What follows belongs to an exercise in optimizing a design on an open flow for small area, a short achievable clock period and few clock cycles; a production flow would make more cautious choices.
Only simulation tests tie the RTL to the original design; equivalence was not proved.

`run.sh`:
```
#!/bin/bash
# synth_recipe.tcl (not shown) runs the flow's synth.tcl, then flattens the netlist and writes it again
# the make line also repeats each setting of config.mk as NAME=value (left out here)
make -C /OpenROAD-flow-scripts/flow DESIGN_CONFIG=/design/flow/config.mk WORK_HOME=/design/flow/orfs CLKGATE_MAP_FILE= SYNTH_SCRIPT=/design/flow/synth_recipe.tcl finish
```
`config.mk`:
```
export PLATFORM = sky130hd
export DESIGN_NAME = conv_top
export DESIGN_NICKNAME = conv_top
export VERILOG_FILES = /design/flow/design.v
export SDC_FILE = /design/flow/constraint.sdc
export NUM_CORES = 4
export LEC_CHECK = 0
export CAP_MARGIN = 20
export CORE_MARGIN = 2
export CORE_UTILIZATION = 40
export SLEW_MARGIN = 20
```
`constraint.sdc`:
```
create_clock -name core_clock -period 9.0 [get_ports {clk}]
set_input_delay 1.8000 -clock core_clock [delete_from_list [all_inputs] [get_ports {clk}]]
set_output_delay 1.8000 -clock core_clock [all_outputs]
set_load 0.01 [all_outputs]
```
`design.v`:
```
module mac_acc (
    input  logic [17:0] a,       
    input  logic [8:0]  neg,     
    input  logic [8:0]  one,     
    input  logic [8:0]  two,     
    input  logic [40:0] in1,
    input  logic [40:0] in2,
    output logic [40:0] s,
    output logic [40:0] c
);
    wire [18:0] ax  = {a[17], a};
    wire [18:0] ax2 = {a, 1'b0};
    wire [18:0] pp0 = (({19{one[0]}} & ax) | ({19{two[0]}} & ax2)) ^ {19{neg[0]}};
    wire [18:0] pp1 = (({19{one[1]}} & ax) | ({19{two[1]}} & ax2)) ^ {19{neg[1]}};
    wire [18:0] pp2 = (({19{one[2]}} & ax) | ({19{two[2]}} & ax2)) ^ {19{neg[2]}};
    wire [18:0] pp3 = (({19{one[3]}} & ax) | ({19{two[3]}} & ax2)) ^ {19{neg[3]}};
    wire [18:0] pp4 = (({19{one[4]}} & ax) | ({19{two[4]}} & ax2)) ^ {19{neg[4]}};
    wire [18:0] pp5 = (({19{one[5]}} & ax) | ({19{two[5]}} & ax2)) ^ {19{neg[5]}};
    wire [18:0] pp6 = (({19{one[6]}} & ax) | ({19{two[6]}} & ax2)) ^ {19{neg[6]}};
    wire [18:0] pp7 = (({19{one[7]}} & ax) | ({19{two[7]}} & ax2)) ^ {19{neg[7]}};
    wire [18:0] pp8 = (({19{one[8]}} & ax) | ({19{two[8]}} & ax2)) ^ {19{neg[8]}};
    wire s1 = in1[12] ^ in2[12];
    wire c2 = in1[12] & in2[12];
    wire s3 = in1[13] ^ in2[13];
    wire c4 = in1[13] & in2[13];
    wire s5 = in1[14] ^ in2[14] ^ pp0[14];
    wire c6 = (in1[14] & in2[14]) | (in1[14] & pp0[14]) | (in2[14] & pp0[14]);
    wire s7 = pp1[12] ^ pp2[10];
    wire c8 = pp1[12] & pp2[10];
    wire s9 = in1[15] ^ in2[15] ^ pp0[15];
    wire c10 = (in1[15] & in2[15]) | (in1[15] & pp0[15]) | (in2[15] & pp0[15]);
    wire s11 = pp1[13] ^ pp2[11];
    wire c12 = pp1[13] & pp2[11];
    wire s13 = in1[16] ^ in2[16] ^ pp0[16];
    wire c14 = (in1[16] & in2[16]) | (in1[16] & pp0[16]) | (in2[16] & pp0[16]);
    wire s15 = pp1[14] ^ pp2[12] ^ pp3[10];
    wire c16 = (pp1[14] & pp2[12]) | (pp1[14] & pp3[10]) | (pp2[12] & pp3[10]);
    wire s17 = pp4[8] ^ pp5[6];
    wire c18 = pp4[8] & pp5[6];
    wire s19 = in1[17] ^ in2[17] ^ pp0[17];
    wire c20 = (in1[17] & in2[17]) | (in1[17] & pp0[17]) | (in2[17] & pp0[17]);
    wire s21 = pp1[15] ^ pp2[13] ^ pp3[11];
    wire c22 = (pp1[15] & pp2[13]) | (pp1[15] & pp3[11]) | (pp2[13] & pp3[11]);
    wire s23 = pp4[9] ^ pp5[7];
    wire c24 = pp4[9] & pp5[7];
    wire s25 = in1[18] ^ in2[18] ^ ~pp0[18];
    wire c26 = (in1[18] & in2[18]) | (in1[18] & ~pp0[18]) | (in2[18] & ~pp0[18]);
    wire s27 = pp1[16] ^ pp2[14] ^ pp3[12];
    wire c28 = (pp1[16] & pp2[14]) | (pp1[16] & pp3[12]) | (pp2[14] & pp3[12]);
    wire s29 = pp4[10] ^ pp5[8] ^ pp6[6];
    wire c30 = (pp4[10] & pp5[8]) | (pp4[10] & pp6[6]) | (pp5[8] & pp6[6]);
    wire s31 = in1[19] ^ in2[19] ^ pp1[17];
    wire c32 = (in1[19] & in2[19]) | (in1[19] & pp1[17]) | (in2[19] & pp1[17]);
    wire s33 = pp2[15] ^ pp3[13] ^ pp4[11];
    wire c34 = (pp2[15] & pp3[13]) | (pp2[15] & pp4[11]) | (pp3[13] & pp4[11]);
    wire s35 = pp5[9] ^ pp6[7];
    wire c36 = pp5[9] & pp6[7];
    wire s37 = in1[20] ^ in2[20] ^ ~pp1[18];
    wire c38 = (in1[20] & in2[20]) | (in1[20] & ~pp1[18]) | (in2[20] & ~pp1[18]);
    wire s39 = pp2[16] ^ pp3[14] ^ pp4[12];
    wire c40 = (pp2[16] & pp3[14]) | (pp2[16] & pp4[12]) | (pp3[14] & pp4[12]);
    wire s41 = in1[21] ^ in2[21] ^ pp2[17];
    wire c42 = (in1[21] & in2[21]) | (in1[21] & pp2[17]) | (in2[21] & pp2[17]);
    wire s43 = pp3[15] ^ pp4[13];
    wire c44 = pp3[15] & pp4[13];
    wire s45 = in1[22] ^ in2[22] ^ ~pp2[18];
    wire c46 = (in1[22] & in2[22]) | (in1[22] & ~pp2[18]) | (in2[22] & ~pp2[18]);
    wire s47 = in1[23] ^ in2[23];
    wire c48 = in1[23] & in2[23];
    wire s49 = in1[6] ^ in2[6];
    wire c50 = in1[6] & in2[6];
    wire s51 = in1[7] ^ in2[7];
    wire c52 = in1[7] & in2[7];
    wire s53 = in1[8] ^ in2[8] ^ pp0[8];
    wire c54 = (in1[8] & in2[8]) | (in1[8] & pp0[8]) | (in2[8] & pp0[8]);
    wire s55 = pp1[6] ^ pp2[4];
    wire c56 = pp1[6] & pp2[4];
    wire s57 = in1[9] ^ in2[9] ^ pp0[9];
    wire c58 = (in1[9] & in2[9]) | (in1[9] & pp0[9]) | (in2[9] & pp0[9]);
    wire s59 = pp1[7] ^ pp2[5];
    wire c60 = pp1[7] & pp2[5];
    wire s61 = in1[10] ^ in2[10] ^ pp0[10];
    wire c62 = (in1[10] & in2[10]) | (in1[10] & pp0[10]) | (in2[10] & pp0[10]);
    wire s63 = pp1[8] ^ pp2[6] ^ pp3[4];
    wire c64 = (pp1[8] & pp2[6]) | (pp1[8] & pp3[4]) | (pp2[6] & pp3[4]);
    wire s65 = pp4[2] ^ pp5[0];
    wire c66 = pp4[2] & pp5[0];
    wire s67 = in1[11] ^ in2[11] ^ pp0[11];
    wire c68 = (in1[11] & in2[11]) | (in1[11] & pp0[11]) | (in2[11] & pp0[11]);
    wire s69 = pp1[9] ^ pp2[7] ^ pp3[5];
    wire c70 = (pp1[9] & pp2[7]) | (pp1[9] & pp3[5]) | (pp2[7] & pp3[5]);
    wire s71 = pp4[3] ^ pp5[1];
    wire c72 = pp4[3] & pp5[1];
    wire s73 = s1 ^ pp0[12] ^ pp1[10];
    wire c74 = (s1 & pp0[12]) | (s1 & pp1[10]) | (pp0[12] & pp1[10]);
    wire s75 = pp2[8] ^ pp3[6] ^ pp4[4];
    wire c76 = (pp2[8] & pp3[6]) | (pp2[8] & pp4[4]) | (pp3[6] & pp4[4]);
    wire s77 = pp5[2] ^ pp6[0] ^ neg[6];
    wire c78 = (pp5[2] & pp6[0]) | (pp5[2] & neg[6]) | (pp6[0] & neg[6]);
    wire s79 = s3 ^ pp0[13] ^ pp1[11];
    wire c80 = (s3 & pp0[13]) | (s3 & pp1[11]) | (pp0[13] & pp1[11]);
    wire s81 = pp2[9] ^ pp3[7] ^ pp4[5];
    wire c82 = (pp2[9] & pp3[7]) | (pp2[9] & pp4[5]) | (pp3[7] & pp4[5]);
    wire s83 = pp5[3] ^ pp6[1] ^ c2;
    wire c84 = (pp5[3] & pp6[1]) | (pp5[3] & c2) | (pp6[1] & c2);
    wire s85 = s5 ^ s7 ^ pp3[8];
    wire c86 = (s5 & s7) | (s5 & pp3[8]) | (s7 & pp3[8]);
    wire s87 = pp4[6] ^ pp5[4] ^ pp6[2];
    wire c88 = (pp4[6] & pp5[4]) | (pp4[6] & pp6[2]) | (pp5[4] & pp6[2]);
    wire s89 = pp7[0] ^ neg[7] ^ c4;
    wire c90 = (pp7[0] & neg[7]) | (pp7[0] & c4) | (neg[7] & c4);
    wire s91 = s9 ^ s11 ^ pp3[9];
    wire c92 = (s9 & s11) | (s9 & pp3[9]) | (s11 & pp3[9]);
    wire s93 = pp4[7] ^ pp5[5] ^ pp6[3];
    wire c94 = (pp4[7] & pp5[5]) | (pp4[7] & pp6[3]) | (pp5[5] & pp6[3]);
    wire s95 = pp7[1] ^ c6 ^ c8;
    wire c96 = (pp7[1] & c6) | (pp7[1] & c8) | (c6 & c8);
    wire s97 = s13 ^ s15 ^ s17;
    wire c98 = (s13 & s15) | (s13 & s17) | (s15 & s17);
    wire s99 = pp6[4] ^ pp7[2] ^ pp8[0];
    wire c100 = (pp6[4] & pp7[2]) | (pp6[4] & pp8[0]) | (pp7[2] & pp8[0]);
    wire s101 = neg[8] ^ c10 ^ c12;
    wire c102 = (neg[8] & c10) | (neg[8] & c12) | (c10 & c12);
    wire s103 = s19 ^ s21 ^ s23;
    wire c104 = (s19 & s21) | (s19 & s23) | (s21 & s23);
    wire s105 = pp6[5] ^ pp7[3] ^ pp8[1];
    wire c106 = (pp6[5] & pp7[3]) | (pp6[5] & pp8[1]) | (pp7[3] & pp8[1]);
    wire s107 = c14 ^ c16 ^ c18;
    wire c108 = (c14 & c16) | (c14 & c18) | (c16 & c18);
    wire s109 = s25 ^ s27 ^ s29;
    wire c110 = (s25 & s27) | (s25 & s29) | (s27 & s29);
    wire s111 = pp7[4] ^ pp8[2] ^ 1'b1;
    wire c112 = (pp7[4] & pp8[2]) | (pp7[4] & 1'b1) | (pp8[2] & 1'b1);
    wire s113 = c20 ^ c22 ^ c24;
    wire c114 = (c20 & c22) | (c20 & c24) | (c22 & c24);
    wire s115 = s31 ^ s33 ^ s35;
    wire c116 = (s31 & s33) | (s31 & s35) | (s33 & s35);
    wire s117 = pp7[5] ^ pp8[3] ^ 1'b1;
    wire c118 = (pp7[5] & pp8[3]) | (pp7[5] & 1'b1) | (pp8[3] & 1'b1);
    wire s119 = c26 ^ c28 ^ c30;
    wire c120 = (c26 & c28) | (c26 & c30) | (c28 & c30);
    wire s121 = s37 ^ s39 ^ pp5[10];
    wire c122 = (s37 & s39) | (s37 & pp5[10]) | (s39 & pp5[10]);
    wire s123 = pp6[8] ^ pp7[6] ^ pp8[4];
    wire c124 = (pp6[8] & pp7[6]) | (pp6[8] & pp8[4]) | (pp7[6] & pp8[4]);
    wire s125 = c32 ^ c34 ^ c36;
    wire c126 = (c32 & c34) | (c32 & c36) | (c34 & c36);
    wire s127 = s41 ^ s43 ^ pp5[11];
    wire c128 = (s41 & s43) | (s41 & pp5[11]) | (s43 & pp5[11]);
    wire s129 = pp6[9] ^ pp7[7] ^ pp8[5];
    wire c130 = (pp6[9] & pp7[7]) | (pp6[9] & pp8[5]) | (pp7[7] & pp8[5]);
    wire s131 = 1'b1 ^ c38 ^ c40;
    wire c132 = (1'b1 & c38) | (1'b1 & c40) | (c38 & c40);
    wire s133 = s45 ^ pp3[16] ^ pp4[14];
    wire c134 = (s45 & pp3[16]) | (s45 & pp4[14]) | (pp3[16] & pp4[14]);
    wire s135 = pp5[12] ^ pp6[10] ^ pp7[8];
    wire c136 = (pp5[12] & pp6[10]) | (pp5[12] & pp7[8]) | (pp6[10] & pp7[8]);
    wire s137 = pp8[6] ^ c42 ^ c44;
    wire c138 = (pp8[6] & c42) | (pp8[6] & c44) | (c42 & c44);
    wire s139 = s47 ^ pp3[17] ^ pp4[15];
    wire c140 = (s47 & pp3[17]) | (s47 & pp4[15]) | (pp3[17] & pp4[15]);
    wire s141 = pp5[13] ^ pp6[11] ^ pp7[9];
    wire c142 = (pp5[13] & pp6[11]) | (pp5[13] & pp7[9]) | (pp6[11] & pp7[9]);
    wire s143 = pp8[7] ^ 1'b1 ^ c46;
    wire c144 = (pp8[7] & 1'b1) | (pp8[7] & c46) | (1'b1 & c46);
    wire s145 = in1[24] ^ in2[24] ^ ~pp3[18];
    wire c146 = (in1[24] & in2[24]) | (in1[24] & ~pp3[18]) | (in2[24] & ~pp3[18]);
    wire s147 = pp4[16] ^ pp5[14] ^ pp6[12];
    wire c148 = (pp4[16] & pp5[14]) | (pp4[16] & pp6[12]) | (pp5[14] & pp6[12]);
    wire s149 = pp7[10] ^ pp8[8] ^ c48;
    wire c150 = (pp7[10] & pp8[8]) | (pp7[10] & c48) | (pp8[8] & c48);
    wire s151 = in1[25] ^ in2[25] ^ pp4[17];
    wire c152 = (in1[25] & in2[25]) | (in1[25] & pp4[17]) | (in2[25] & pp4[17]);
    wire s153 = pp5[15] ^ pp6[13] ^ pp7[11];
    wire c154 = (pp5[15] & pp6[13]) | (pp5[15] & pp7[11]) | (pp6[13] & pp7[11]);
    wire s155 = pp8[9] ^ 1'b1;
    wire c156 = pp8[9] & 1'b1;
    wire s157 = in1[26] ^ in2[26] ^ ~pp4[18];
    wire c158 = (in1[26] & in2[26]) | (in1[26] & ~pp4[18]) | (in2[26] & ~pp4[18]);
    wire s159 = pp5[16] ^ pp6[14] ^ pp7[12];
    wire c160 = (pp5[16] & pp6[14]) | (pp5[16] & pp7[12]) | (pp6[14] & pp7[12]);
    wire s161 = in1[27] ^ in2[27] ^ pp5[17];
    wire c162 = (in1[27] & in2[27]) | (in1[27] & pp5[17]) | (in2[27] & pp5[17]);
    wire s163 = pp6[15] ^ pp7[13];
    wire c164 = pp6[15] & pp7[13];
    wire s165 = in1[28] ^ in2[28] ^ ~pp5[18];
    wire c166 = (in1[28] & in2[28]) | (in1[28] & ~pp5[18]) | (in2[28] & ~pp5[18]);
    wire s167 = in1[29] ^ in2[29];
    wire c168 = in1[29] & in2[29];
    wire s169 = in1[2] ^ in2[2];
    wire c170 = in1[2] & in2[2];
    wire s171 = in1[3] ^ in2[3];
    wire c172 = in1[3] & in2[3];
    wire s173 = in1[4] ^ in2[4] ^ pp0[4];
    wire c174 = (in1[4] & in2[4]) | (in1[4] & pp0[4]) | (in2[4] & pp0[4]);
    wire s175 = pp1[2] ^ pp2[0];
    wire c176 = pp1[2] & pp2[0];
    wire s177 = in1[5] ^ in2[5] ^ pp0[5];
    wire c178 = (in1[5] & in2[5]) | (in1[5] & pp0[5]) | (in2[5] & pp0[5]);
    wire s179 = pp1[3] ^ pp2[1];
    wire c180 = pp1[3] & pp2[1];
    wire s181 = s49 ^ pp0[6] ^ pp1[4];
    wire c182 = (s49 & pp0[6]) | (s49 & pp1[4]) | (pp0[6] & pp1[4]);
    wire s183 = pp2[2] ^ pp3[0] ^ neg[3];
    wire c184 = (pp2[2] & pp3[0]) | (pp2[2] & neg[3]) | (pp3[0] & neg[3]);
    wire s185 = s51 ^ pp0[7] ^ pp1[5];
    wire c186 = (s51 & pp0[7]) | (s51 & pp1[5]) | (pp0[7] & pp1[5]);
    wire s187 = pp2[3] ^ pp3[1] ^ c50;
    wire c188 = (pp2[3] & pp3[1]) | (pp2[3] & c50) | (pp3[1] & c50);
    wire s189 = s53 ^ s55 ^ pp3[2];
    wire c190 = (s53 & s55) | (s53 & pp3[2]) | (s55 & pp3[2]);
    wire s191 = pp4[0] ^ neg[4] ^ c52;
    wire c192 = (pp4[0] & neg[4]) | (pp4[0] & c52) | (neg[4] & c52);
    wire s193 = s57 ^ s59 ^ pp3[3];
    wire c194 = (s57 & s59) | (s57 & pp3[3]) | (s59 & pp3[3]);
    wire s195 = pp4[1] ^ c54 ^ c56;
    wire c196 = (pp4[1] & c54) | (pp4[1] & c56) | (c54 & c56);
    wire s197 = s61 ^ s63 ^ s65;
    wire c198 = (s61 & s63) | (s61 & s65) | (s63 & s65);
    wire s199 = neg[5] ^ c58 ^ c60;
    wire c200 = (neg[5] & c58) | (neg[5] & c60) | (c58 & c60);
    wire s201 = s67 ^ s69 ^ s71;
    wire c202 = (s67 & s69) | (s67 & s71) | (s69 & s71);
    wire s203 = c62 ^ c64 ^ c66;
    wire c204 = (c62 & c64) | (c62 & c66) | (c64 & c66);
    wire s205 = s73 ^ s75 ^ s77;
    wire c206 = (s73 & s75) | (s73 & s77) | (s75 & s77);
    wire s207 = c68 ^ c70 ^ c72;
    wire c208 = (c68 & c70) | (c68 & c72) | (c70 & c72);
    wire s209 = s79 ^ s81 ^ s83;
    wire c210 = (s79 & s81) | (s79 & s83) | (s81 & s83);
    wire s211 = c74 ^ c76 ^ c78;
    wire c212 = (c74 & c76) | (c74 & c78) | (c76 & c78);
    wire s213 = s85 ^ s87 ^ s89;
    wire c214 = (s85 & s87) | (s85 & s89) | (s87 & s89);
    wire s215 = c80 ^ c82 ^ c84;
    wire c216 = (c80 & c82) | (c80 & c84) | (c82 & c84);
    wire s217 = s91 ^ s93 ^ s95;
    wire c218 = (s91 & s93) | (s91 & s95) | (s93 & s95);
    wire s219 = c86 ^ c88 ^ c90;
    wire c220 = (c86 & c88) | (c86 & c90) | (c88 & c90);
    wire s221 = s97 ^ s99 ^ s101;
    wire c222 = (s97 & s99) | (s97 & s101) | (s99 & s101);
    wire s223 = c92 ^ c94 ^ c96;
    wire c224 = (c92 & c94) | (c92 & c96) | (c94 & c96);
    wire s225 = s103 ^ s105 ^ s107;
    wire c226 = (s103 & s105) | (s103 & s107) | (s105 & s107);
    wire s227 = c98 ^ c100 ^ c102;
    wire c228 = (c98 & c100) | (c98 & c102) | (c100 & c102);
    wire s229 = s109 ^ s111 ^ s113;
    wire c230 = (s109 & s111) | (s109 & s113) | (s111 & s113);
    wire s231 = c104 ^ c106 ^ c108;
    wire c232 = (c104 & c106) | (c104 & c108) | (c106 & c108);
    wire s233 = s115 ^ s117 ^ s119;
    wire c234 = (s115 & s117) | (s115 & s119) | (s117 & s119);
    wire s235 = c110 ^ c112 ^ c114;
    wire c236 = (c110 & c112) | (c110 & c114) | (c112 & c114);
    wire s237 = s121 ^ s123 ^ s125;
    wire c238 = (s121 & s123) | (s121 & s125) | (s123 & s125);
    wire s239 = c116 ^ c118 ^ c120;
    wire c240 = (c116 & c118) | (c116 & c120) | (c118 & c120);
    wire s241 = s127 ^ s129 ^ s131;
    wire c242 = (s127 & s129) | (s127 & s131) | (s129 & s131);
    wire s243 = c122 ^ c124 ^ c126;
    wire c244 = (c122 & c124) | (c122 & c126) | (c124 & c126);
    wire s245 = s133 ^ s135 ^ s137;
    wire c246 = (s133 & s135) | (s133 & s137) | (s135 & s137);
    wire s247 = c128 ^ c130 ^ c132;
    wire c248 = (c128 & c130) | (c128 & c132) | (c130 & c132);
    wire s249 = s139 ^ s141 ^ s143;
    wire c250 = (s139 & s141) | (s139 & s143) | (s141 & s143);
    wire s251 = c134 ^ c136 ^ c138;
    wire c252 = (c134 & c136) | (c134 & c138) | (c136 & c138);
    wire s253 = s145 ^ s147 ^ s149;
    wire c254 = (s145 & s147) | (s145 & s149) | (s147 & s149);
    wire s255 = c140 ^ c142 ^ c144;
    wire c256 = (c140 & c142) | (c140 & c144) | (c142 & c144);
    wire s257 = s151 ^ s153 ^ s155;
    wire c258 = (s151 & s153) | (s151 & s155) | (s153 & s155);
    wire s259 = c146 ^ c148 ^ c150;
    wire c260 = (c146 & c148) | (c146 & c150) | (c148 & c150);
    wire s261 = s157 ^ s159 ^ pp8[10];
    wire c262 = (s157 & s159) | (s157 & pp8[10]) | (s159 & pp8[10]);
    wire s263 = c152 ^ c154 ^ c156;
    wire c264 = (c152 & c154) | (c152 & c156) | (c154 & c156);
    wire s265 = s161 ^ s163 ^ pp8[11];
    wire c266 = (s161 & s163) | (s161 & pp8[11]) | (s163 & pp8[11]);
    wire s267 = 1'b1 ^ c158 ^ c160;
    wire c268 = (1'b1 & c158) | (1'b1 & c160) | (c158 & c160);
    wire s269 = s165 ^ pp6[16] ^ pp7[14];
    wire c270 = (s165 & pp6[16]) | (s165 & pp7[14]) | (pp6[16] & pp7[14]);
    wire s271 = pp8[12] ^ c162 ^ c164;
    wire c272 = (pp8[12] & c162) | (pp8[12] & c164) | (c162 & c164);
    wire s273 = s167 ^ pp6[17] ^ pp7[15];
    wire c274 = (s167 & pp6[17]) | (s167 & pp7[15]) | (pp6[17] & pp7[15]);
    wire s275 = pp8[13] ^ 1'b1 ^ c166;
    wire c276 = (pp8[13] & 1'b1) | (pp8[13] & c166) | (1'b1 & c166);
    wire s277 = in1[30] ^ in2[30] ^ ~pp6[18];
    wire c278 = (in1[30] & in2[30]) | (in1[30] & ~pp6[18]) | (in2[30] & ~pp6[18]);
    wire s279 = pp7[16] ^ pp8[14] ^ c168;
    wire c280 = (pp7[16] & pp8[14]) | (pp7[16] & c168) | (pp8[14] & c168);
    wire s281 = in1[31] ^ in2[31] ^ pp7[17];
    wire c282 = (in1[31] & in2[31]) | (in1[31] & pp7[17]) | (in2[31] & pp7[17]);
    wire s283 = pp8[15] ^ 1'b1;
    wire c284 = pp8[15] & 1'b1;
    wire s285 = in1[32] ^ in2[32] ^ ~pp7[18];
    wire c286 = (in1[32] & in2[32]) | (in1[32] & ~pp7[18]) | (in2[32] & ~pp7[18]);
    wire s287 = in1[33] ^ in2[33];
    wire c288 = in1[33] & in2[33];
    wire s289 = in1[0] ^ in2[0];
    wire c290 = in1[0] & in2[0];
    wire s291 = in1[1] ^ in2[1];
    wire c292 = in1[1] & in2[1];
    wire s293 = s169 ^ pp0[2] ^ pp1[0];
    wire c294 = (s169 & pp0[2]) | (s169 & pp1[0]) | (pp0[2] & pp1[0]);
    wire s295 = s171 ^ pp0[3] ^ pp1[1];
    wire c296 = (s171 & pp0[3]) | (s171 & pp1[1]) | (pp0[3] & pp1[1]);
    wire s297 = s173 ^ s175 ^ neg[2];
    wire c298 = (s173 & s175) | (s173 & neg[2]) | (s175 & neg[2]);
    wire s299 = s177 ^ s179 ^ c174;
    wire c300 = (s177 & s179) | (s177 & c174) | (s179 & c174);
    wire s301 = s181 ^ s183 ^ c178;
    wire c302 = (s181 & s183) | (s181 & c178) | (s183 & c178);
    wire s303 = s185 ^ s187 ^ c182;
    wire c304 = (s185 & s187) | (s185 & c182) | (s187 & c182);
    wire s305 = s189 ^ s191 ^ c186;
    wire c306 = (s189 & s191) | (s189 & c186) | (s191 & c186);
    wire s307 = s193 ^ s195 ^ c190;
    wire c308 = (s193 & s195) | (s193 & c190) | (s195 & c190);
    wire s309 = s197 ^ s199 ^ c194;
    wire c310 = (s197 & s199) | (s197 & c194) | (s199 & c194);
    wire s311 = s201 ^ s203 ^ c198;
    wire c312 = (s201 & s203) | (s201 & c198) | (s203 & c198);
    wire s313 = s205 ^ s207 ^ c202;
    wire c314 = (s205 & s207) | (s205 & c202) | (s207 & c202);
    wire s315 = s209 ^ s211 ^ c206;
    wire c316 = (s209 & s211) | (s209 & c206) | (s211 & c206);
    wire s317 = s213 ^ s215 ^ c210;
    wire c318 = (s213 & s215) | (s213 & c210) | (s215 & c210);
    wire s319 = s217 ^ s219 ^ c214;
    wire c320 = (s217 & s219) | (s217 & c214) | (s219 & c214);
    wire s321 = s221 ^ s223 ^ c218;
    wire c322 = (s221 & s223) | (s221 & c218) | (s223 & c218);
    wire s323 = s225 ^ s227 ^ c222;
    wire c324 = (s225 & s227) | (s225 & c222) | (s227 & c222);
    wire s325 = s229 ^ s231 ^ c226;
    wire c326 = (s229 & s231) | (s229 & c226) | (s231 & c226);
    wire s327 = s233 ^ s235 ^ c230;
    wire c328 = (s233 & s235) | (s233 & c230) | (s235 & c230);
    wire s329 = s237 ^ s239 ^ c234;
    wire c330 = (s237 & s239) | (s237 & c234) | (s239 & c234);
    wire s331 = s241 ^ s243 ^ c238;
    wire c332 = (s241 & s243) | (s241 & c238) | (s243 & c238);
    wire s333 = s245 ^ s247 ^ c242;
    wire c334 = (s245 & s247) | (s245 & c242) | (s247 & c242);
    wire s335 = s249 ^ s251 ^ c246;
    wire c336 = (s249 & s251) | (s249 & c246) | (s251 & c246);
    wire s337 = s253 ^ s255 ^ c250;
    wire c338 = (s253 & s255) | (s253 & c250) | (s255 & c250);
    wire s339 = s257 ^ s259 ^ c254;
    wire c340 = (s257 & s259) | (s257 & c254) | (s259 & c254);
    wire s341 = s261 ^ s263 ^ c258;
    wire c342 = (s261 & s263) | (s261 & c258) | (s263 & c258);
    wire s343 = s265 ^ s267 ^ c262;
    wire c344 = (s265 & s267) | (s265 & c262) | (s267 & c262);
    wire s345 = s269 ^ s271 ^ c266;
    wire c346 = (s269 & s271) | (s269 & c266) | (s271 & c266);
    wire s347 = s273 ^ s275 ^ c270;
    wire c348 = (s273 & s275) | (s273 & c270) | (s275 & c270);
    wire s349 = s277 ^ s279 ^ c274;
    wire c350 = (s277 & s279) | (s277 & c274) | (s279 & c274);
    wire s351 = s281 ^ s283 ^ c278;
    wire c352 = (s281 & s283) | (s281 & c278) | (s283 & c278);
    wire s353 = s285 ^ pp8[16] ^ c282;
    wire c354 = (s285 & pp8[16]) | (s285 & c282) | (pp8[16] & c282);
    wire s355 = s287 ^ pp8[17] ^ 1'b1;
    wire c356 = (s287 & pp8[17]) | (s287 & 1'b1) | (pp8[17] & 1'b1);
    wire s357 = in1[34] ^ in2[34] ^ ~pp8[18];
    wire c358 = (in1[34] & in2[34]) | (in1[34] & ~pp8[18]) | (in2[34] & ~pp8[18]);
    wire s359 = in1[35] ^ in2[35];
    wire c360 = in1[35] & in2[35];
    wire s361 = in1[36] ^ in2[36];
    wire c362 = in1[36] & in2[36];
    wire s363 = in1[37] ^ in2[37];
    wire c364 = in1[37] & in2[37];
    wire s365 = in1[38] ^ in2[38];
    wire c366 = in1[38] & in2[38];
    wire s367 = in1[39] ^ in2[39];
    wire c368 = in1[39] & in2[39];
    wire s369 = in1[40] ^ in2[40];
    wire c370 = in1[40] & in2[40];
    wire s371 = s289 ^ pp0[0];
    wire c372 = s289 & pp0[0];
    wire s373 = s291 ^ pp0[1] ^ c290;
    wire c374 = (s291 & pp0[1]) | (s291 & c290) | (pp0[1] & c290);
    wire s375 = s293 ^ neg[1] ^ c292;
    wire c376 = (s293 & neg[1]) | (s293 & c292) | (neg[1] & c292);
    wire s377 = s295 ^ c170 ^ c294;
    wire c378 = (s295 & c170) | (s295 & c294) | (c170 & c294);
    wire s379 = s297 ^ c172 ^ c296;
    wire c380 = (s297 & c172) | (s297 & c296) | (c172 & c296);
    wire s381 = s299 ^ c176 ^ c298;
    wire c382 = (s299 & c176) | (s299 & c298) | (c176 & c298);
    wire s383 = s301 ^ c180 ^ c300;
    wire c384 = (s301 & c180) | (s301 & c300) | (c180 & c300);
    wire s385 = s303 ^ c184 ^ c302;
    wire c386 = (s303 & c184) | (s303 & c302) | (c184 & c302);
    wire s387 = s305 ^ c188 ^ c304;
    wire c388 = (s305 & c188) | (s305 & c304) | (c188 & c304);
    wire s389 = s307 ^ c192 ^ c306;
    wire c390 = (s307 & c192) | (s307 & c306) | (c192 & c306);
    wire s391 = s309 ^ c196 ^ c308;
    wire c392 = (s309 & c196) | (s309 & c308) | (c196 & c308);
    wire s393 = s311 ^ c200 ^ c310;
    wire c394 = (s311 & c200) | (s311 & c310) | (c200 & c310);
    wire s395 = s313 ^ c204 ^ c312;
    wire c396 = (s313 & c204) | (s313 & c312) | (c204 & c312);
    wire s397 = s315 ^ c208 ^ c314;
    wire c398 = (s315 & c208) | (s315 & c314) | (c208 & c314);
    wire s399 = s317 ^ c212 ^ c316;
    wire c400 = (s317 & c212) | (s317 & c316) | (c212 & c316);
    wire s401 = s319 ^ c216 ^ c318;
    wire c402 = (s319 & c216) | (s319 & c318) | (c216 & c318);
    wire s403 = s321 ^ c220 ^ c320;
    wire c404 = (s321 & c220) | (s321 & c320) | (c220 & c320);
    wire s405 = s323 ^ c224 ^ c322;
    wire c406 = (s323 & c224) | (s323 & c322) | (c224 & c322);
    wire s407 = s325 ^ c228 ^ c324;
    wire c408 = (s325 & c228) | (s325 & c324) | (c228 & c324);
    wire s409 = s327 ^ c232 ^ c326;
    wire c410 = (s327 & c232) | (s327 & c326) | (c232 & c326);
    wire s411 = s329 ^ c236 ^ c328;
    wire c412 = (s329 & c236) | (s329 & c328) | (c236 & c328);
    wire s413 = s331 ^ c240 ^ c330;
    wire c414 = (s331 & c240) | (s331 & c330) | (c240 & c330);
    wire s415 = s333 ^ c244 ^ c332;
    wire c416 = (s333 & c244) | (s333 & c332) | (c244 & c332);
    wire s417 = s335 ^ c248 ^ c334;
    wire c418 = (s335 & c248) | (s335 & c334) | (c248 & c334);
    wire s419 = s337 ^ c252 ^ c336;
    wire c420 = (s337 & c252) | (s337 & c336) | (c252 & c336);
    wire s421 = s339 ^ c256 ^ c338;
    wire c422 = (s339 & c256) | (s339 & c338) | (c256 & c338);
    wire s423 = s341 ^ c260 ^ c340;
    wire c424 = (s341 & c260) | (s341 & c340) | (c260 & c340);
    wire s425 = s343 ^ c264 ^ c342;
    wire c426 = (s343 & c264) | (s343 & c342) | (c264 & c342);
    wire s427 = s345 ^ c268 ^ c344;
    wire c428 = (s345 & c268) | (s345 & c344) | (c268 & c344);
    wire s429 = s347 ^ c272 ^ c346;
    wire c430 = (s347 & c272) | (s347 & c346) | (c272 & c346);
    wire s431 = s349 ^ c276 ^ c348;
    wire c432 = (s349 & c276) | (s349 & c348) | (c276 & c348);
    wire s433 = s351 ^ c280 ^ c350;
    wire c434 = (s351 & c280) | (s351 & c350) | (c280 & c350);
    wire s435 = s353 ^ c284 ^ c352;
    wire c436 = (s353 & c284) | (s353 & c352) | (c284 & c352);
    wire s437 = s355 ^ c286 ^ c354;
    wire c438 = (s355 & c286) | (s355 & c354) | (c286 & c354);
    wire s439 = s357 ^ c288 ^ c356;
    wire c440 = (s357 & c288) | (s357 & c356) | (c288 & c356);
    wire s441 = s359 ^ 1'b1 ^ c358;
    wire c442 = (s359 & 1'b1) | (s359 & c358) | (1'b1 & c358);
    wire s443 = s361 ^ 1'b1 ^ c360;
    wire c444 = (s361 & 1'b1) | (s361 & c360) | (1'b1 & c360);
    wire s445 = s363 ^ 1'b1 ^ c362;
    wire c446 = (s363 & 1'b1) | (s363 & c362) | (1'b1 & c362);
    wire s447 = s365 ^ 1'b1 ^ c364;
    wire c448 = (s365 & 1'b1) | (s365 & c364) | (1'b1 & c364);
    wire s449 = s367 ^ 1'b1 ^ c366;
    wire c450 = (s367 & 1'b1) | (s367 & c366) | (1'b1 & c366);
    wire s451 = s369 ^ 1'b1 ^ c368;
    wire c452 = (s369 & 1'b1) | (s369 & c368) | (1'b1 & c368);
    assign s[0] = s371;
    assign c[0] = neg[0];
    assign s[1] = s373;
    assign c[1] = c372;
    assign s[2] = s375;
    assign c[2] = c374;
    assign s[3] = s377;
    assign c[3] = c376;
    assign s[4] = s379;
    assign c[4] = c378;
    assign s[5] = s381;
    assign c[5] = c380;
    assign s[6] = s383;
    assign c[6] = c382;
    assign s[7] = s385;
    assign c[7] = c384;
    assign s[8] = s387;
    assign c[8] = c386;
    assign s[9] = s389;
    assign c[9] = c388;
    assign s[10] = s391;
    assign c[10] = c390;
    assign s[11] = s393;
    assign c[11] = c392;
    assign s[12] = s395;
    assign c[12] = c394;
    assign s[13] = s397;
    assign c[13] = c396;
    assign s[14] = s399;
    assign c[14] = c398;
    assign s[15] = s401;
    assign c[15] = c400;
    assign s[16] = s403;
    assign c[16] = c402;
    assign s[17] = s405;
    assign c[17] = c404;
    assign s[18] = s407;
    assign c[18] = c406;
    assign s[19] = s409;
    assign c[19] = c408;
    assign s[20] = s411;
    assign c[20] = c410;
    assign s[21] = s413;
    assign c[21] = c412;
    assign s[22] = s415;
    assign c[22] = c414;
    assign s[23] = s417;
    assign c[23] = c416;
    assign s[24] = s419;
    assign c[24] = c418;
    assign s[25] = s421;
    assign c[25] = c420;
    assign s[26] = s423;
    assign c[26] = c422;
    assign s[27] = s425;
    assign c[27] = c424;
    assign s[28] = s427;
    assign c[28] = c426;
    assign s[29] = s429;
    assign c[29] = c428;
    assign s[30] = s431;
    assign c[30] = c430;
    assign s[31] = s433;
    assign c[31] = c432;
    assign s[32] = s435;
    assign c[32] = c434;
    assign s[33] = s437;
    assign c[33] = c436;
    assign s[34] = s439;
    assign c[34] = c438;
    assign s[35] = s441;
    assign c[35] = c440;
    assign s[36] = s443;
    assign c[36] = c442;
    assign s[37] = s445;
    assign c[37] = c444;
    assign s[38] = s447;
    assign c[38] = c446;
    assign s[39] = s449;
    assign c[39] = c448;
    assign s[40] = s451;
    assign c[40] = c450;
endmodule
module conv_top (
    input  logic        clk,
    input  logic        reset,
    input  logic [17:0] i_in_data,
    input  logic        i_in_valid,
    input  logic [3:0]  i_in_user,
    output logic        o_in_ready,
    output logic [40:0] o_out_data,
    output logic        o_out_valid,
    input  logic        i_out_ready
);
    localparam int M = 6;            
    logic [21:0] q0, q1;
    logic [1:0]  qcnt;
    logic        push, pop;
    assign o_in_ready = (qcnt != 2'd2);
    assign push       = i_in_valid && o_in_ready;
    always_ff @(posedge clk) begin
        if (push && (qcnt == 2'd0 || (qcnt == 2'd1 && pop))) q0 <= {i_in_user, i_in_data};
        else if (pop) q0 <= q1;
        if (push && ((qcnt == 2'd1 && !pop) || qcnt == 2'd2)) q1 <= {i_in_user, i_in_data};
    end
    always_ff @(posedge clk) begin
        if (reset) qcnt <= '0;
        else qcnt <= qcnt + {1'b0, push} - {1'b0, pop};
    end
    wire [17:0] hd = q0[17:0];
    wire [3:0]  hu = q0[21:18];
    wire        hv = (qcnt != 2'd0);
    typedef enum logic [1:0] {LS_FIRST, LS_W, LS_B, LS_X} ls_t;
    ls_t         ls;
    logic [2:0]  k;                
    logic [4:0]  wcnt;             
    logic [2:0]  lrow, lcol;       
    logic [7:0]  row_full;         
    logic [1:0]  fp;               
    logic [17:0] bias;
    logic [17:0] img [8][8];
    logic [17:0] ring [25];
    logic        mv, mfirst, mlast;   
    logic [4:0]  kk;               
    always_comb begin
        case (k)
            3'd1: kk = 5'd1;
            3'd2: kk = 5'd4;
            3'd3: kk = 5'd9;
            3'd4: kk = 5'd16;
            default: kk = 5'd25;
        endcase
    end
    logic        ld_w, ld_x, ld_b, frame_loaded;
    logic [2:0]  xr, xc;           
    always_comb begin
        ld_w = 1'b0;
        ld_x = 1'b0;
        ld_b = 1'b0;
        xr   = lrow;
        xc   = lcol;
        case (ls)
            LS_FIRST: begin
                if (hv && hu[0])  ld_w = (fp == 2'd0) && !mv;
                if (hv && !hu[0]) ld_x = !row_full[0];
                xr = 3'd0;
                xc = 3'd0;
            end
            LS_W: ld_w = hv;
            LS_B: ld_b = hv;
            LS_X: ld_x = hv && !row_full[lrow];
            default: ;
        endcase
    end
    assign pop          = ld_w || ld_x || ld_b;
    assign frame_loaded = ld_x && xr == 3'd7 && xc == 3'd7;
    wire [2:0] k_in = (ls == LS_FIRST) ? hu[3:1] : k;
    logic [4:0] kk_in;
    always_comb begin
        case (k_in)
            3'd1: kk_in = 5'd1;
            3'd2: kk_in = 5'd4;
            3'd3: kk_in = 5'd9;
            3'd4: kk_in = 5'd16;
            default: kk_in = 5'd25;
        endcase
    end
    always_ff @(posedge clk) begin
        if (reset) begin
            ls   <= LS_FIRST;
            k    <= 3'd1;
            wcnt <= '0;
            lrow <= '0;
            lcol <= '0;
        end else begin
            case (ls)
                LS_FIRST: begin
                    if (ld_w) begin
                        k    <= hu[3:1];
                        wcnt <= 5'd1;
                        ls   <= (hu[3:1] == 3'd1) ? LS_B : LS_W;
                    end else if (ld_x) begin
                        lrow <= 3'd0;
                        lcol <= 3'd1;
                        ls   <= LS_X;
                    end
                end
                LS_W: if (ld_w) begin
                    wcnt <= wcnt + 5'd1;
                    if (wcnt == kk - 5'd1) ls <= LS_B;
                end
                LS_B: if (ld_b) begin
                    lrow <= 3'd0;
                    lcol <= 3'd0;
                    ls   <= LS_X;
                end
                LS_X: if (ld_x) begin
                    lcol <= lcol + 3'd1;
                    if (lcol == 3'd7) begin
                        lrow <= lrow + 3'd1;
                        if (lrow == 3'd7) ls <= LS_FIRST;
                    end
                end
                default: ls <= LS_FIRST;
            endcase
        end
    end
    always_ff @(posedge clk) begin
        if (ld_b) bias <= hd;
    end
    always_ff @(posedge clk) begin
        for (int r = 0; r < 8; r++)
            for (int c = 0; c < 8; c++)
                if (ld_x && xr == 3'(r) && xc == 3'(c)) img[r][c] <= hd;
    end
    logic [2:0]  cr;               
    logic        cps;              
    logic [2:0]  ci, cj;           
    logic        hold;             
    logic        issue;
    wire  [3:0]  n      = 4'd9 - {1'b0, k};           
    wire         twop   = (n > 4'(M));
    wire  [2:0]  c0     = 3'(({1'b0, n} + 5'd1) >> 1);    
    wire  [3:0]  pw     = !twop ? n : (cps ? n - {1'b0, c0} : {1'b0, c0});
    wire         tfirst = (ci == 3'd0) && (cj == 3'd0);
    wire         jlast  = (cj == k - 3'd1);
    wire         ilast  = (ci == k - 3'd1);
    wire         plast  = !twop || cps;
    wire         rlast  = (cr == 3'(8 - {1'b0, k}));
    wire  [2:0]  rsel   = cr + ci;
    assign issue = !hold && (!tfirst || row_full[3'(cr + k - 3'd1)]);
    wire step_end = issue && jlast && ilast && plast;      
    wire [7:0] release_mask = !step_end ? 8'h00 :
                              (rlast ? (8'hFF << cr) : (8'h01 << cr));
    always_ff @(posedge clk) begin
        if (reset) begin
            cr  <= '0;
            cps <= 1'b0;
            ci  <= '0;
            cj  <= '0;
        end else if (issue) begin
            if (!jlast) cj <= cj + 3'd1;
            else begin
                cj <= '0;
                if (!ilast) ci <= ci + 3'd1;
                else begin
                    ci <= '0;
                    if (!plast) cps <= 1'b1;
                    else begin
                        cps <= 1'b0;
                        cr  <= rlast ? 3'd0 : cr + 3'd1;
                    end
                end
            end
        end
    end
    always_ff @(posedge clk) begin
        if (reset) begin
            row_full <= '0;
            fp       <= '0;
        end else begin
            row_full <= (row_full & ~release_mask) |
                        ((ld_x && xc == 3'd7) ? (8'h01 << xr) : 8'h00);
            fp       <= fp + {1'b0, frame_loaded} - {1'b0, step_end && rlast};
        end
    end
    always_ff @(posedge clk) begin
        if (ld_w || issue) begin
            for (int p = 0; p < 25; p++) begin
                if (p == 0 || p == 3 || p == 8 || p == 15 || p == 24) begin
                    if (5'(p) == (ld_w ? kk_in : kk) - 5'd1) ring[p] <= ld_w ? hd : ring[0];
                    else if (p < 24) ring[p] <= ring[p + 1];
                end else begin
                    ring[p] <= ring[p + 1];
                end
            end
        end
    end
    logic [17:0] W [8];
    logic [8:0]  bneg, bone, btwo;
    logic [3:0]  mcnt;
    logic [40:0] acc_s [M];
    logic [40:0] acc_c [M];
    logic        pend;
    logic [3:0]  pend_cnt;
    logic [3:0]  ocnt;
    logic [40:0] osr [M];
    logic        capture;
    assign capture = pend && (ocnt == 4'd0);
    assign hold    = mv && mfirst && pend && !capture;
    wire [19:0] wx = {ring[0][17], ring[0], 1'b0};
    always_ff @(posedge clk) begin
        if (issue) begin
            for (int b = 0; b < 8; b++) begin
                if (cj == 3'd0) W[b] <= (cps && b < 4) ? img[rsel][b + 4] : img[rsel][b];
                else if (b < 7) W[b] <= W[b + 1];
            end
            for (int d = 0; d < 9; d++) begin
                bneg[d] <= wx[2*d+2];
                bone[d] <= wx[2*d+1] ^ wx[2*d];
                btwo[d] <= (wx[2*d+2] & ~wx[2*d+1] & ~wx[2*d]) | (~wx[2*d+2] & wx[2*d+1] & wx[2*d]);
            end
            mfirst <= tfirst;
            mlast  <= jlast && ilast;
            mcnt   <= pw;
        end
    end
    always_ff @(posedge clk) begin
        if (reset) mv <= 1'b0;
        else if (!hold) mv <= issue;
    end
    wire [40:0] bias_x = {{23{bias[17]}}, bias};
    for (genvar m = 0; m < M; m++) begin : g_mac
        logic [40:0] ns, nc;
        mac_acc u_mac (
            .a   (W[m]),
            .neg (bneg), .one (bone), .two (btwo),
            .in1 (mfirst ? bias_x : acc_s[m]),
            .in2 (mfirst ? 41'd0  : acc_c[m]),
            .s   (ns), .c (nc)
        );
        always_ff @(posedge clk) begin
            if (mv && !hold) begin
                acc_s[m] <= ns;
                acc_c[m] <= nc;
            end
        end
    end
    always_ff @(posedge clk) begin
        if (reset) begin
            pend     <= 1'b0;
            pend_cnt <= '0;
        end else begin
            if (mv && !hold && mlast) begin
                pend     <= 1'b1;
                pend_cnt <= mcnt;
            end else if (capture) begin
                pend     <= 1'b0;
            end
        end
    end
    wire out_hs = o_out_valid && i_out_ready;
    assign o_out_valid = (ocnt != 4'd0);
    assign o_out_data  = osr[0];
    always_ff @(posedge clk) begin
        for (int m = 0; m < M; m++) begin
            if (capture) osr[m] <= acc_s[m] + acc_c[m];
            else if (out_hs && m < M - 1) osr[m] <= osr[m + 1];
        end
    end
    always_ff @(posedge clk) begin
        if (reset) ocnt <= '0;
        else if (capture) ocnt <= pend_cnt;
        else if (out_hs) ocnt <= ocnt - 4'd1;
    end
endmodule
```
==> notes.md, run 1 <==
status complete, no violations; number of instances in the synthesized netlist 12,870; boundary pin count 69; slowest cell on the critical path sky130_fd_sc_hd__buf_4; setup repair after global routing missed its margin no; placed cell areas 164,500 um2; final WL 497.8 mm; Detail Route Antenna Nets 0; highest metal layer with signal wires met5; hold path depth 0; # hold bufs at CTS 0; EDFF count, synth 2,574; worst clock skew on the final layout 81.55 ps; cell area after synthesis 157,200 um2; amount of wire on met3 after detailed routing 52.54 mm; Post-CTS Setup Inserts 0; data required time at the worst endpoint 9590 ps; critical register-to-register path startpoint cr[0]; transition time at the pin with the least slew margin 1230 ps; detailed placement HPWL 313.4 mm; depth of the worst register-to-register path 14; Layout Area Growth over Synthesis 10.83%; async set-reset flop share out of synthesis 0; post-synthesis cell type count 81; register cell area after layout 78,260 um2; CTS clock-pin slew for the worst setup and hold paths 70 ps; Setup crit end kind flop; part of the cycle the worst path needs 0.5882; all-layer global routing usage 0.2448; area of the multi-input gates 70,410 um2; post-synthesis area per instance 12.21 um2; global placer's final weighted congestion 0.9043; Worst Path Buf+Inv 3; wire length of the first global-routing pass 722.4 mm; clk sink count 2,622; min-delay worst type flop to flop; number of rows created at floorplan 230; die footprint 398,100 um2; Rel. slew slack 0.1800; category of the critical setup timing path flop to flop; Max Slew Vio Count 0; Sum Neg Setup Slack 0 ps; number of antenna violations at the first check in global routing 22; nets 14,310; worst-path maximum fanout 82; vias after detailed routing 104,500; capture instance of the worst register-to-register path W[0][3]; most frequent standard cell in the layout excluding fill and tap cells sky130_fd_sc_hd__edfxtp_1; maximum number of pins on one net before global-route repair 197; family with the most delay on the worst path buffers and inverters; largest cells by area after synthesis sky130_fd_sc_hd__edfxtp_1 49%, sky130_fd_sc_hd__fa_1 14%, sky130_fd_sc_hd__a22oi_1 5.3%; gr ovfl total 0; Cell Chain, Critical Path ha_4 > fa_4 > xnor2_1 > xnor2_2 > buf_12 > buf_4 > nor2_4 > buf_4 > a22oi_1 > nand2_1 > nor3_1 > nand2_1 > o21ai_0 > o21ai_0; initial core utilization 0.4011; die boundary height 631.0 um; max capacitance violation total 0; number of hold violations in the final report 0; register-to-register path setup slack 3710 ps; most used cells in the layout excluding fill and tap cells 2,574 x sky130_fd_sc_hd__edfxtp_1, 1,451 x sky130_fd_sc_hd__inv_1, 1,111 x sky130_fd_sc_hd__a22oi_1, 1,062 x sky130_fd_sc_hd__fa_1, 940 x sky130_fd_sc_hd__nand2_1; worst hold path startpoint ring[6][9]; number of DRC markers after the initial detailed-route iteration 12,950; count of buffers inserted at the top-level ports 68; detailed-route vias per instance 5.753; synthesis-stage register bit count 2,622; syn nets 14,490; final design instance area without fill 174,300 um2; # setup viols final 0; fraction of the yosys area taken by sequential cells 0.4977; H-tree depth 5; warnings from Yosys 13; M1 wire length 201.8 mm; total CTS buffers 303; highest achievable clock rate 188.9 MHz; worst slack, placed 3789 ps; library cell occupying the most area in the post-synthesis netlist sky130_fd_sc_hd__edfxtp_1; WL per Instance 27.40 um; DRC violation count after routing 0; First-pass DRT Iterations 9; worst skew pair latency 970 ps; post-route worst setup slack 3706 ps; crit start category flop; data arrival at the endpoint of the critical path 5890 ps; slowest cell delay on critical path 590 ps; clk root buf sky130_fd_sc_hd__clkbuf_16; number of filler instances in the final layout 35,760; via count of the first global-routing pass 103,800; CTS tree done; area fraction of the dominant cell type after synthesis 0.4916; Core Region 392,000 um2; routed length on met2 219.8 mm; die width 631.0 um; CTS resizes 0; layout cells sized above 1 0.07795; min Tclk post-route 5294 ps; primary flip-flop cell chosen by synthesis mapping sky130_fd_sc_hd__edfxtp_1; Hold Crit Endpoint ring[5][9]; maximum buffer depth of the clock tree 4
how the worst max path moves through the flow:
stage / startpoint / end / slack (ps) / cells past startpoint
final: cr[0] / W[0][3] / 3710 / 14
after CTS: cr[0] / W[0][3] / 3740 / 14
after detailed placement: mfirst / acc_s[2][25] / 3790 / 12
after global placement: mfirst / acc_s[2][25] / 3800 / 12
after floorplan: ocnt[0] / pend_cnt[0] / 380 / 8
after global routing: mfirst / acc_s[2][25] / 3550 / 12
through the flow:
stage | hold WS [ps] | std cells | utilization
after floorplan | 400.3 | 12870 | -
after global placement | 400.4 | 17600 | 0.4193
after detailed placement | 404.5 | 17610 | 0.4196
after CTS | 388.4 | 18150 | 0.4444
after global routing | 383.4 | 18150 | 0.4445
final | 386.6 | 18170 | 0.4446
registers in the layout (all words and copies together), names as in the netlist, 5 cells and up:
register,cells
img,1152
ring,450
acc_s,246
osr,246
acc_c,241
W,144
q0,22
q1,22
bias,18
bneg,9
bone,9
btwo,9
row_full,8
wcnt,5
cell type report:
type / instances / area share
sequential: 2622 / 0.4491
multi-input combinational: 7887 / 0.4041
clock buffer: 372 / 0.04578
tap: 5220 / 0.03748
inverter: 1454 / 0.03139
timing repair buffer: 425 / 0.02191
clock inverter: 171 / 0.01006
antenna: 14 / 0.0002011
cell families (layout without fill, tap and decap cells):
family          after synthesis  after routing  synth area share
compound gates             2884           2884            0.1221
flops                      2622           2622            0.4977
buf+inv                    2364           2422           0.05650
simple gates               1899           1899           0.05443
fa+ha+maj                  1594           1594            0.1776
xor+xnor                   1286           1286           0.07164
mux                         224            224           0.01998
other cells                   0             14                 0
routing by layer:
layer  up-vias  global-route usage
met1     52800              0.3368
li1      44700                   -
met3      1137             0.05424
met4        18              0.1017
met5         -           0.0008454
met2      5853              0.3746
cells in the mapped netlist, types with 35 or more instances:
library cell                  n
sky130_fd_sc_hd__a221oi_1    70
sky130_fd_sc_hd__nor2_1     372
sky130_fd_sc_hd__o21a_1      38
sky130_fd_sc_hd__xnor2_1    690
sky130_fd_sc_hd__nor3_1      62
sky130_fd_sc_hd__edfxtp_1  2574
sky130_fd_sc_hd__nor2b_1    230
sky130_fd_sc_hd__mux4_2      66
sky130_fd_sc_hd__mux2_2      55
sky130_fd_sc_hd__a31oi_1     42
sky130_fd_sc_hd__mux2i_1    102
sky130_fd_sc_hd__nand3_1     62
sky130_fd_sc_hd__a21oi_1    464
sky130_fd_sc_hd__a21o_1     246
sky130_fd_sc_hd__nand2b_1    46
sky130_fd_sc_hd__o21bai_1    35
sky130_fd_sc_hd__ha_1       531
sky130_fd_sc_hd__o21ai_0    628
sky130_fd_sc_hd__dfxtp_1     48
sky130_fd_sc_hd__and3_1      40
sky130_fd_sc_hd__a22oi_1   1111
sky130_fd_sc_hd__clkbuf_1   741
sky130_fd_sc_hd__xor2_1     596
sky130_fd_sc_hd__inv_1     1453
sky130_fd_sc_hd__a211oi_1    61
sky130_fd_sc_hd__nand4_1     47
sky130_fd_sc_hd__fa_1      1063
sky130_fd_sc_hd__buf_1      166
sky130_fd_sc_hd__nand2_1    941
Testbench counts, summed over its fixed seeds: cycles 8,238.
==> run 2: changes to the inputs <==
--- a/design.v
+++ b/design.v
@@ -587,3 +587,12 @@
     ls_t         ls;
+    logic [2:0]  ka, kb;           
+    logic        latest;           
+    logic        lsel;             
+    logic [1:0]  tq;               
+    logic [1:0]  tqn;
+    logic        cbusy, csel;      
+    logic        at;               
+    logic        msel;             
     logic [2:0]  k;                
+    logic [2:0]  kl;               
     logic [4:0]  wcnt;             
@@ -591,18 +600,23 @@
     logic [7:0]  row_full;         
-    logic [1:0]  fp;               
-    logic [17:0] bias;
+    logic [17:0] biasa, biasb;
     logic [17:0] img [8][8];
-    logic [17:0] ring [25];
+    logic [17:0] ringa [25];
+    logic [17:0] ringb [25];
     logic        mv, mfirst, mlast;   
-    logic [4:0]  kk;               
-    always_comb begin
-        case (k)
-            3'd1: kk = 5'd1;
-            3'd2: kk = 5'd4;
-            3'd3: kk = 5'd9;
-            3'd4: kk = 5'd16;
-            default: kk = 5'd25;
+    function automatic [4:0] ksq(input [2:0] kv);
+        case (kv)
+            3'd1: ksq = 5'd1;
+            3'd2: ksq = 5'd4;
+            3'd3: ksq = 5'd9;
+            3'd4: ksq = 5'd16;
+            default: ksq = 5'd25;
         endcase
-    end
-    logic        ld_w, ld_x, ld_b, frame_loaded;
+    endfunction
+    assign at = cbusy ? csel : tq[0];
+    assign k  = at ? kb : ka;
+    assign kl = lsel ? kb : ka;
+    wire tgt     = !latest;
+    wire tgt_use = (cbusy && csel == tgt) || (mv && msel == tgt) ||
+                   (tqn != 2'd0 && tq[0] == tgt) || (tqn == 2'd2 && tq[1] == tgt);
+    logic        ld_w, ld_x, ld_b;
     logic [2:0]  xr, xc;           
@@ -616,3 +630,3 @@
             LS_FIRST: begin
-                if (hv && hu[0])  ld_w = (fp == 2'd0) && !mv;
+                if (hv && hu[0])  ld_w = !tgt_use;
                 if (hv && !hu[0]) ld_x = !row_full[0];
@@ -628,19 +642,12 @@
     assign pop          = ld_w || ld_x || ld_b;
-    assign frame_loaded = ld_x && xr == 3'd7 && xc == 3'd7;
-    wire [2:0] k_in = (ls == LS_FIRST) ? hu[3:1] : k;
-    logic [4:0] kk_in;
-    always_comb begin
-        case (k_in)
-            3'd1: kk_in = 5'd1;
-            3'd2: kk_in = 5'd4;
-            3'd3: kk_in = 5'd9;
-            3'd4: kk_in = 5'd16;
-            default: kk_in = 5'd25;
-        endcase
-    end
+    wire       lring = (ls == LS_FIRST) ? tgt : lsel;
+    wire [4:0] kk_in = ksq((ls == LS_FIRST) ? hu[3:1] : kl);
+    wire       fstart = (ls == LS_FIRST) && (ld_w || ld_x);
+    wire       ftag   = ld_w ? tgt : latest;
     always_ff @(posedge clk) begin
         if (reset) begin
-            ls   <= LS_FIRST;
-            k    <= 3'd1;
-            wcnt <= '0;
+            ls     <= LS_FIRST;
+            latest <= 1'b0;
+            lsel   <= 1'b0;
+            wcnt   <= '0;
             lrow <= '0;
@@ -651,4 +658,5 @@
                     if (ld_w) begin
-                        k    <= hu[3:1];
-                        wcnt <= 5'd1;
+                        latest <= tgt;
+                        lsel   <= tgt;
+                        wcnt   <= 5'd1;
                         ls   <= (hu[3:1] == 3'd1) ? LS_B : LS_W;
@@ -662,3 +670,3 @@
                     wcnt <= wcnt + 5'd1;
-                    if (wcnt == kk - 5'd1) ls <= LS_B;
+                    if (wcnt == ksq(kl) - 5'd1) ls <= LS_B;
                 end
@@ -681,3 +689,6 @@
     always_ff @(posedge clk) begin
-        if (ld_b) bias <= hd;
+        if (ld_w && ls == LS_FIRST && !tgt) ka <= hu[3:1];
+        if (ld_w && ls == LS_FIRST &&  tgt) kb <= hu[3:1];
+        if (ld_b && !lsel) biasa <= hd;
+        if (ld_b &&  lsel) biasb <= hd;
     end
@@ -702,3 +713,4 @@
     wire         rlast  = (cr == 3'(8 - {1'b0, k}));
-    wire  [2:0]  rsel   = cr + ci;
+    logic [7:0]  rsel;             
+    logic [7:0]  cr_oh;            
     assign issue = !hold && (!tfirst || row_full[3'(cr + k - 3'd1)]);
@@ -709,6 +721,8 @@
         if (reset) begin
-            cr  <= '0;
-            cps <= 1'b0;
-            ci  <= '0;
-            cj  <= '0;
+            cr    <= '0;
+            cr_oh <= 8'h01;
+            rsel  <= 8'h01;
+            cps   <= 1'b0;
+            ci    <= '0;
+            cj    <= '0;
         end else if (issue) begin
@@ -717,9 +731,15 @@
                 cj <= '0;
-                if (!ilast) ci <= ci + 3'd1;
-                else begin
+                if (!ilast) begin
+                    ci   <= ci + 3'd1;
+                    rsel <= rsel << 1;
+                end else begin
                     ci <= '0;
-                    if (!plast) cps <= 1'b1;
-                    else begin
-                        cps <= 1'b0;
-                        cr  <= rlast ? 3'd0 : cr + 3'd1;
+                    if (!plast) begin
+                        cps  <= 1'b1;
+                        rsel <= cr_oh;
+                    end else begin
+                        cps   <= 1'b0;
+                        cr    <= rlast ? 3'd0 : cr + 3'd1;
+                        cr_oh <= rlast ? 8'h01 : cr_oh << 1;
+                        rsel  <= rlast ? 8'h01 : cr_oh << 1;
                     end
@@ -732,3 +752,4 @@
             row_full <= '0;
-            fp       <= '0;
+            tqn      <= '0;
+            cbusy    <= 1'b0;
         end else begin
@@ -736,13 +757,42 @@
                         ((ld_x && xc == 3'd7) ? (8'h01 << xr) : 8'h00);
-            fp       <= fp + {1'b0, frame_loaded} - {1'b0, step_end && rlast};
+            if (issue && !cbusy) begin
+                cbusy <= 1'b1;
+                csel  <= tq[0];
+            end else if (step_end && rlast) begin
+                cbusy <= 1'b0;
+            end
+            if (fstart) begin
+                if (tqn == 2'd0 || (tqn == 2'd1 && issue && !cbusy)) tq[0] <= ftag;
+                else tq[1] <= ftag;
+            end
+            if (issue && !cbusy) begin
+                if (!(fstart && tqn == 2'd1)) tq[0] <= tq[1];
+            end
+            tqn <= tqn + {1'b0, fstart} - {1'b0, issue && !cbusy};
         end
     end
+    wire lda = ld_w && !lring;
+    wire ldb = ld_w &&  lring;
+    wire rota = issue && !at;
+    wire rotb = issue &&  at;
+    wire [4:0] kka = lda ? kk_in : ksq(ka);
+    wire [4:0] kkb = ldb ? kk_in : ksq(kb);
     always_ff @(posedge clk) begin
-        if (ld_w || issue) begin
+        if (lda || rota) begin
             for (int p = 0; p < 25; p++) begin
                 if (p == 0 || p == 3 || p == 8 || p == 15 || p == 24) begin
-                    if (5'(p) == (ld_w ? kk_in : kk) - 5'd1) ring[p] <= ld_w ? hd : ring[0];
-                    else if (p < 24) ring[p] <= ring[p + 1];
+                    if (5'(p) == kka - 5'd1) ringa[p] <= lda ? hd : ringa[0];
+                    else if (p < 24) ringa[p] <= ringa[p + 1];
                 end else begin
-                    ring[p] <= ring[p + 1];
+                    ringa[p] <= ringa[p + 1];
+                end
+            end
+        end
+        if (ldb || rotb) begin
+            for (int p = 0; p < 25; p++) begin
+                if (p == 0 || p == 3 || p == 8 || p == 15 || p == 24) begin
+                    if (5'(p) == kkb - 5'd1) ringb[p] <= ldb ? hd : ringb[0];
+                    else if (p < 24) ringb[p] <= ringb[p + 1];
+                end else begin
+                    ringb[p] <= ringb[p + 1];
                 end
@@ -761,5 +811,13 @@
     logic        capture;
-    assign capture = pend && (ocnt == 4'd0);
+    assign capture = pend && (ocnt == 4'd0 || (ocnt == 4'd1 && i_out_ready));
     assign hold    = mv && mfirst && pend && !capture;
-    wire [19:0] wx = {ring[0][17], ring[0], 1'b0};
+    logic [17:0] rowx [8];
+    always_comb begin
+        for (int b = 0; b < 8; b++) begin
+            rowx[b] = '0;
+            for (int r = 0; r < 8; r++) rowx[b] = rowx[b] | (img[r][b] & {18{rsel[r]}});
+        end
+    end
+    wire [17:0] whead = at ? ringb[0] : ringa[0];
+    wire [19:0] wx = {whead[17], whead, 1'b0};
     always_ff @(posedge clk) begin
@@ -767,3 +825,3 @@
             for (int b = 0; b < 8; b++) begin
-                if (cj == 3'd0) W[b] <= (cps && b < 4) ? img[rsel][b + 4] : img[rsel][b];
+                if (cj == 3'd0) W[b] <= (cps && b < 4) ? rowx[b + 4] : rowx[b];
                 else if (b < 7) W[b] <= W[b + 1];
@@ -776,2 +834,3 @@
             mfirst <= tfirst;
+            msel   <= at;
             mlast  <= jlast && ilast;
@@ -784,2 +843,3 @@
     end
+    wire [17:0] bias = msel ? biasb : biasa;
     wire [40:0] bias_x = {{23{bias[17]}}, bias};
==> run 2 against run 1 <==
  * Critical path depth fell by 1
  * Non-clock buffer count fell by 22
  * First-iteration DRC count fell by 6.7%
  * Die area rose by 9.8%
  * Utilization barely moved
  * Clock skew rose by 7.8 ps
  * Design area rose by 9.7%
  * Cell count rose by 5.3%
  * Critical path type unchanged
  * Fmax fell by 6.3%
  * Critical endpoint is now acc_s[2][26]
==> notes.md, run 2 <==
status complete, no violations; warnings from Yosys 17 (+4); final WL 505.4 mm (+1.5%); primary flip-flop cell chosen by synthesis mapping sky130_fd_sc_hd__edfxtp_1; transition time at the pin with the least slew margin 1316 ps (+85.67 ps); Detail Route Antenna Nets 0 (unchanged); largest cells by area after synthesis sky130_fd_sc_hd__edfxtp_1 53%, sky130_fd_sc_hd__fa_1 12%, sky130_fd_sc_hd__a22oi_1 6.5%; die width 661.2 um (+4.8%); data required time at the worst endpoint 9630 ps (+40 ps); part of the cycle the worst path needs 0.6277 (+0.03950); max capacitance violation total 0 (unchanged); vias after detailed routing 108,600 (+3.9%); synthesis-stage register bit count 3,116 (+19%); fraction of the yosys area taken by sequential cells 0.5378 (+0.04013); Simple-Gate Fraction of Synth Area 0.04534 (-0.009092); WL per Instance 26.42 um (-3.6%); biggest regs img x1152, ringa x450, ringb x450; post-synthesis area per instance 12.97 um2 (+6.2%); DRC violation count after routing 0 (unchanged); Core Region 430,600 um2 (+9.9%); count of buffers inserted at the top-level ports 68 (unchanged); synthesized-area fraction occupied by ao, oa, aoi and oai cells 0.1164 (-0.005750); total placed cells including tap cells 18,510 (+5.1%); Rel. slew slack 0.1136 (-0.06638); worst slack, placed 3427 ps (-362.5 ps); smallest hold slack 383.3 ps (-3.316 ps); initial core utilization 0.4013 (about the same); # hold bufs at CTS 0 (unchanged); detailed placement HPWL 316.4 mm (+0.94%); mux share of post-synthesis cell area 0.02018 (+0.0002000); number of instances in the synthesized netlist 13,320 (+3.5%); Layout Area Growth over Synthesis 10.68%; crit start category flop; boundary pin count 69 (unchanged); synth cell count leaders 3,052 x sky130_fd_sc_hd__edfxtp_1, 1,500 x sky130_fd_sc_hd__a22oi_1, 1,490 x sky130_fd_sc_hd__inv_1; clk sink count 3,116 (+19%); EDFF count, synth 3,052 (+19%); # setup viols final 0 (unchanged); all-layer global routing usage 0.2277 (-0.01711); number of standard cells in the final layout excluding fillers 19,130 (+5.3%); syn nets 14,940 (+3.1%); max FFs per register 1,152 (unchanged); via count of the first global-routing pass 109,500 (+5.5%); register-to-register path setup slack 3350 ps (-360 ps); Max Slew Vio Count 0 (unchanged); cell area after synthesis 172,800 um2 (+9.9%); library cell occupying the most area in the post-synthesis netlist sky130_fd_sc_hd__edfxtp_1; category of the critical setup timing path flop to flop; die footprint 437,200 um2 (+9.8%); detailed-route vias per instance 5.676 (-1.3%); Post-CTS Setup Inserts 0 (unchanged); post-synthesis cell type count 102 (+26%); CTS resizes 0 (unchanged); First-pass DRT Iterations 6 (-3); clk root buf sky130_fd_sc_hd__clkbuf_16; min-delay worst type flop to flop; Reg with most FFs img; global placer's final weighted congestion 0.8694 (-3.9%); main combinational cell family by area after synthesis adder cells; area fraction of the dominant cell type after synthesis 0.5304 (+0.03882); CTS clock-pin slew for the worst setup and hold paths 60 ps (about the same); maximum buffer depth of the clock tree 4 (unchanged); Setup crit end kind flop; adder-cell share of the synthesized area 0.1615 (-0.01606); maximum number of pins on one net before global-route repair 192 (-2.5%); number of hold violations in the final report 0 (unchanged); number of DRC markers after the initial detailed-route iteration 12,080 (-6.7%); worst skew pair latency 970 ps (about the same)
[run 2: cell types whose count changed in the layout (fill, tap and decap cells not counted), sizes merged, moves of 45 or more]
cell	delta
nor2	-126
nand2	-190
inv	+45
xor2	+48
mux2i	-46
a22oi	+389
a21oi	-136
nand4	+50
edfxtp	+478
mux2	+186
mux4	-62
a221oi	-60
[run 2: metrics by stage]
stage,instance area [um2],utilization
finish,191200,0.4441
floorplan,172900,-
global route,191200,0.4440
global placement,180300,0.4187
CTS,191200,0.4440
detailed placement,180300,0.4188
[run 2: path summary, 6_finish.rpt]
kind	startpoint	cells after the start	endpoint
max	mfirst	13	acc_s[2][26]
min	ringa[13][6]	0	ringa[12][6]
max reg2reg	mfirst	13	acc_s[2][26]
min reg2reg	ringa[13][6]	0	ringa[12][6]
[run 2: worst max-delay path, cell delays in order, from the launching register on]
cell and delay, ps:
sky130_fd_sc_hd__edfxtp_1 460, sky130_fd_sc_hd__buf_12 380, sky130_fd_sc_hd__inv_8 380, sky130_fd_sc_hd__nor2_4 490, sky130_fd_sc_hd__buf_12 460, sky130_fd_sc_hd__buf_4 610, sky130_fd_sc_hd__a21oi_1 130, sky130_fd_sc_hd__fa_1 510
sky130_fd_sc_hd__inv_1 50, sky130_fd_sc_hd__fa_1 480, sky130_fd_sc_hd__inv_1 50, sky130_fd_sc_hd__fa_1 470, sky130_fd_sc_hd__inv_1 50, sky130_fd_sc_hd__fa_1 440
[run 2: cell families after synthesis]
logic type | count (synthesis)
AOI/OAI and AO/OA | 2969
xor gates and xnor gates | 1296
adders and majority gates | 1593
buffers and inverters | 2415
DFF | 3116
muxes | 302
and+or+nand+nor | 1630
[run 2: routing by layer]
layer,global-route usage,part of all wire
met1,0.3185,0.42
met5,0,0.000075
met3,0.04764,0.098
met4,0.07664,0.036
met2,0.3528,0.45
[run 2: final cells by class]
cell class	instances	area [um2]
Clock buffer	416	8846
Timing Repair Buffer	403	3681
Tap cell	5710	7144
Inverter	1495	5637
Sequential cell	3116	92960
Clock inverter	188	2011
Antenna cell	13	32.53
Fill cell	38880	239400
Multi-Input combinational cell	7790	70910
Testbench counts of run 2, summed over its fixed seeds: cycles 7,174.

## port drivers added, routing unchanged
In the flow no input, the clock included, has a driving cell. The finished layouts below were timed again as built, in two steps. Step 1 assumes that a clkbuf_16 drives the clock port and a buf_2 every other input. Step 2 also shifts input and output timing later by t, the mid clock arrival at the registers, as if the neighbouring blocks saw the same clock. Slacks: ideal / step 1 / step 2; pairs: ideal / step 1.
run | t (ns) | setup slack, ns | hold WS [ns] | clock arrival spread, ns | worst data-port slew with drivers (ns)
run 1 | 1.040 | 3.706 / 3.706 / 3.706 | 0.387 / 0.387 / 0.387 | 0.082 / 0.081 | 0.14
run 2 | 1.036 | 3.351 / 3.351 / 3.351 | 0.383 / 0.383 / 0.383 | 0.106 / 0.105 | 0.12
After both steps setup and hold are still met in every run listed.
